What follows belongs to an exercise in optimizing a design on an open flow for small area, a short achievable clock period and few clock cycles per item; a production flow would make more cautious choices.
In this exercise RTL edits were held to simulation tests only and were not proved equivalent to the original.
Power is estimated from default activity; no workload was simulated.

## v55
==> flow/design.v (excerpt) <==
module key_expansion_engine (
    input  logic         clk,
    input  logic         rst,
    input  logic [127:0] key_in,
    input  logic         key_valid,
    output logic         key_ready,
    input  logic         abort,
    output logic [31:0]  rk_word,
    output logic [5:0]   rk_index,
    output logic [3:0]   rk_round,
    output logic         rk_valid,
    input  logic         rk_ready,
    output logic         rk_last,
    output logic         busy
);
    logic [31:0] s0, s1, s2, s3;
    logic [5:0]  idx;
    logic [3:0]  ph;        
    logic        busy_q;    
    logic        valid_q;   
    logic        ready_q;   
    logic        last_q;
    function automatic logic [7:0] sbox(input logic [7:0] a);
        logic U0, U1, U2, U3, U4, U5, U6, U7;
        logic T1, T2, T3, T4, T5, T6, T7, T8, T9, T10, T11, T12;
        logic T13, T14, T15, T16, T17, T18, T19, T20, T21, T22, T23, T24;
        logic T25, T26, T27;
        logic M1, M2, M3, M4, M5, M6, M7, M8, M9, M10, M11, M12;
        logic M13, M14, M15, M16, M17, M18, M19, M20, M21, M22, M23, M24;
        logic M25, M26, M27, M28, M29, M30, M31, M32, M33, M34, M35, M36;
  ...
==> flow/config.mk <==
export PLATFORM = sky130hd
export DESIGN_NAME = key_expansion_engine
export DESIGN_NICKNAME = key_expansion_engine
export VERILOG_FILES = /design/flow/design.v
export SDC_FILE = /design/flow/constraint.sdc
export NUM_CORES = 4
export LEC_CHECK = 0
export ABC_AREA = 1
export CAP_MARGIN = 20
export CORE_MARGIN = 2
export CORE_UTILIZATION = 40
export SLEW_MARGIN = 20
==> flow/constraint.sdc <==
create_clock -name core_clock -period 18.0 [get_ports {clk}]
set_input_delay 3.6000 -clock core_clock [delete_from_list [all_inputs] [get_ports {clk}]]
set_output_delay 3.6000 -clock core_clock [all_outputs]
set_load 0.01 [all_outputs]
standard.sh (not shown) runs the stock make flow with config.mk's settings and CLKGATE_MAP_FILE= SYNTH_SCRIPT=/design/flow/synth_recipe.tcl, a recipe that flattens the netlist after the stock synthesis.
==> flow/flow/run.sh <==
#!/bin/bash
# Standard ORFS layout (the standard.sh, standard synthesis), with two
# changes to how it is made: the port buffers are buf_2 cells, and the
# resizer's timing repair aims for extra setup slack so that it sizes the
# critical paths (the constraints and clock period are the design's).
set -euo pipefail
MARGIN=${MARGIN:-13}
bash standard.sh \
  SETUP_SLACK_MARGIN=$MARGIN \
  TNS_END_PERCENT=100 \
  "BUFFER_PORTS_ARGS=-buffer_cell sky130_fd_sc_hd__buf_2" \
  finish > make_finish.log 2>&1
v55: full flow OK, the timing, DRC and antenna checks passed
Testbench counts of v55, summed over its fixed seeds: cycles 5,760, keys 128.
Inputs modified between v55 and v35:
==> flow/run.sh (new file) <==
#!/bin/bash
# synth_recipe.tcl (not shown) runs the flow's synth.tcl, then flattens the netlist and writes it again
# the make line also repeats each setting of config.mk as NAME=value (left out here)
make -C /OpenROAD-flow-scripts/flow DESIGN_CONFIG=/design/flow/config.mk WORK_HOME=/design/flow/orfs CLKGATE_MAP_FILE= SYNTH_SCRIPT=/design/flow/synth_recipe.tcl finish
removed: flow/flow/run.sh
removed: flow/standard.sh
Results
Summary of v35 over v55: setup slack after layout down 0.83 ns, number of nets in the layout fell about 0.5%, combined area of the multi-input logic cells has decreased, design area shows an increase of 540 um^2, total buffers and inverters traversed by the critical path now larger. In v35 the area added between synthesis and finish turned out 4.9 points higher than in v55. v55 vs v35, cell at the slowest stage of the critical path: nand2_8 vs clkdlybuf4s50_1. v35 vs v55: wire length the detailed router placed on met1 down.
--- input diff v35..v53 ---
Settings: setting TNS_END_PERCENT to 0 for the first time.
==> flow/flow/run.sh (new file) <==
#!/bin/bash
# Standard ORFS layout (the standard.sh: standard synthesis, floorplan,
# power grid, placement, CTS, routing), with two changes to how it is made:
# the port buffers are buf_2 cells, and the resizer's timing repair aims for
# extra setup slack so that it sizes the critical paths. The SDC (clock
# period, I/O delays, loads) is the design's, unchanged.
set -euo pipefail
bash standard.sh \
  SETUP_SLACK_MARGIN=13.3 \
  "BUFFER_PORTS_ARGS=-buffer_cell sky130_fd_sc_hd__buf_2" \
  finish > make_finish.log 2>&1
==> flow/standard.sh (new file) <==
#!/bin/bash
# synth_recipe.tcl (not shown) runs the flow's synth.tcl, then flattens the netlist and writes it again
# the make line also repeats each setting of config.mk as NAME=value (left out here)
make -C /OpenROAD-flow-scripts/flow DESIGN_CONFIG=/design/flow/config.mk WORK_HOME=/design/flow/orfs CLKGATE_MAP_FILE= SYNTH_SCRIPT=/design/flow/synth_recipe.tcl "${@:-finish}"
removed: flow/run.sh
## What came out
Changes observed in v53 relative to v35: clock network latency to the later pin of the worst-skew pair flat, detailed-route wire length on metal 1 up about 2.7%. Time the worst path needs with I/O delays and setup came out lower on v53 than on v35. Delta (v53 minus v35): average vias per placed instance increased by about 1.8% relative to the old numbers; power consumption increased by 0.14 mW relative to the old numbers; clock network fraction of total power decreased by 1.1 points relative to the old numbers; routed wire length increased by 5.1% relative to the old numbers; worst setup slack increased by 0.97 ns relative to the old numbers.


Another version of the RTL of key_expansion_engine (not shown whole).
For scale: roughly 1300 cells after synthesis.
// key_expansion_engine
module key_expansion_engine (
    input  logic         clk,
    input  logic         rst,
    input  logic [127:0] key_in,
    input  logic         key_valid,
    output logic         key_ready,
    input  logic         abort,
    output logic [31:0]  rk_word,
    output logic [5:0]   rk_index,
    output logic [3:0]   rk_round,
    output logic         rk_valid,
    input  logic         rk_ready,
    output logic         rk_last,
    output logic         busy
);
Settings: LEC_CHECK=0, ABC_AREA=1, CAP_MARGIN=20, CORE_MARGIN=2, CORE_UTILIZATION=65, CTS_BUF_LIST=sky130_fd_sc_hd__clkbuf_8, SLEW_MARGIN=20, TNS_END_PERCENT=0; clock period 18.0 ns.
==> flow/flow/run.sh <==
#!/bin/bash
# Standard ORFS layout (the standard.sh: standard synthesis, floorplan,
# power grid, placement, CTS, routing), with two changes to how it is made:
# the port buffers are buf_1 cells (the resizer upsizes them where timing
# needs it), and the resizer's timing repair aims for extra setup slack so
# that it sizes the critical paths. The SDC (clock period, I/O delays, loads)
# is the design's, unchanged.
set -euo pipefail
bash standard.sh \
  SETUP_SLACK_MARGIN=13.5 \
  "BUFFER_PORTS_ARGS=-buffer_cell sky130_fd_sc_hd__buf_1" \
  finish > make_finish.log 2>&1
Testbench counts at the start, summed over its fixed seeds: cycles 5,760, keys 128.
Rerun with:
--- a/flow/config.mk
+++ b/flow/config.mk
@@ -10,3 +10,3 @@
 export CORE_MARGIN = 2
-export CORE_UTILIZATION = 65
+export CORE_UTILIZATION = 40
 export CTS_BUF_LIST = sky130_fd_sc_hd__clkbuf_8
Effect:
- wire length increases by 6.2%
- via count decreases by 3.3%
- cell area increases by 2.6%
- register-to-register slack is better by 0.21 ns
- maximum frequency is about the same
- clock power decreases by about 3%
- utilization decreases by 27 points

==> separate check: timing with driven ports <==
The results above use ideal ports. As a check the final layouts listed here were re-extracted and re-timed, cells and wires unchanged. Step 1 assumes that a clkbuf_16 drives the clock port and a buf_2 every other input. Step 2 moves the port delays by t, midway between the first and last clock arrival at a register: inputs arrive t later, outputs are due t later. That takes back most of the time a late clock gives input paths. Slacks: ideal ports / drivers / drivers and shift; pairs: ideal ports / drivers.
run | t, ns | setup WS [ns] | worst setup path at the end | clock arrival spread, ns | slew at the worst register clock pin (ns)
v55 | 0.477 | 13.071 / 13.102 / 12.625 | input to register | 0.015 / 0.014 | 0.07 / 0.07
v35 | 0.467 | 12.239 / 12.267 / 11.800 | input to register | 0.014 / 0.014 | 0.07 / 0.07
v53 | 0.475 | 13.211 / 13.162 / 12.848 | input to register | 0.018 / 0.017 | 0.07 / 0.07
the first run of note 2 | 0.503 | 13.327 / 13.288 / 13.098 | input to register | 0.012 / 0.012 | 0.09 / 0.09
the second run of note 2 | 0.500 | 13.338 / 13.296 / 12.944 | input to register | 0.019 / 0.019 | 0.10 / 0.10
After both steps every run listed still meets setup and hold. For v55, which loses most, drivers alone change the setup slack by +0.031 ns; drivers and shift together by -0.446 ns.
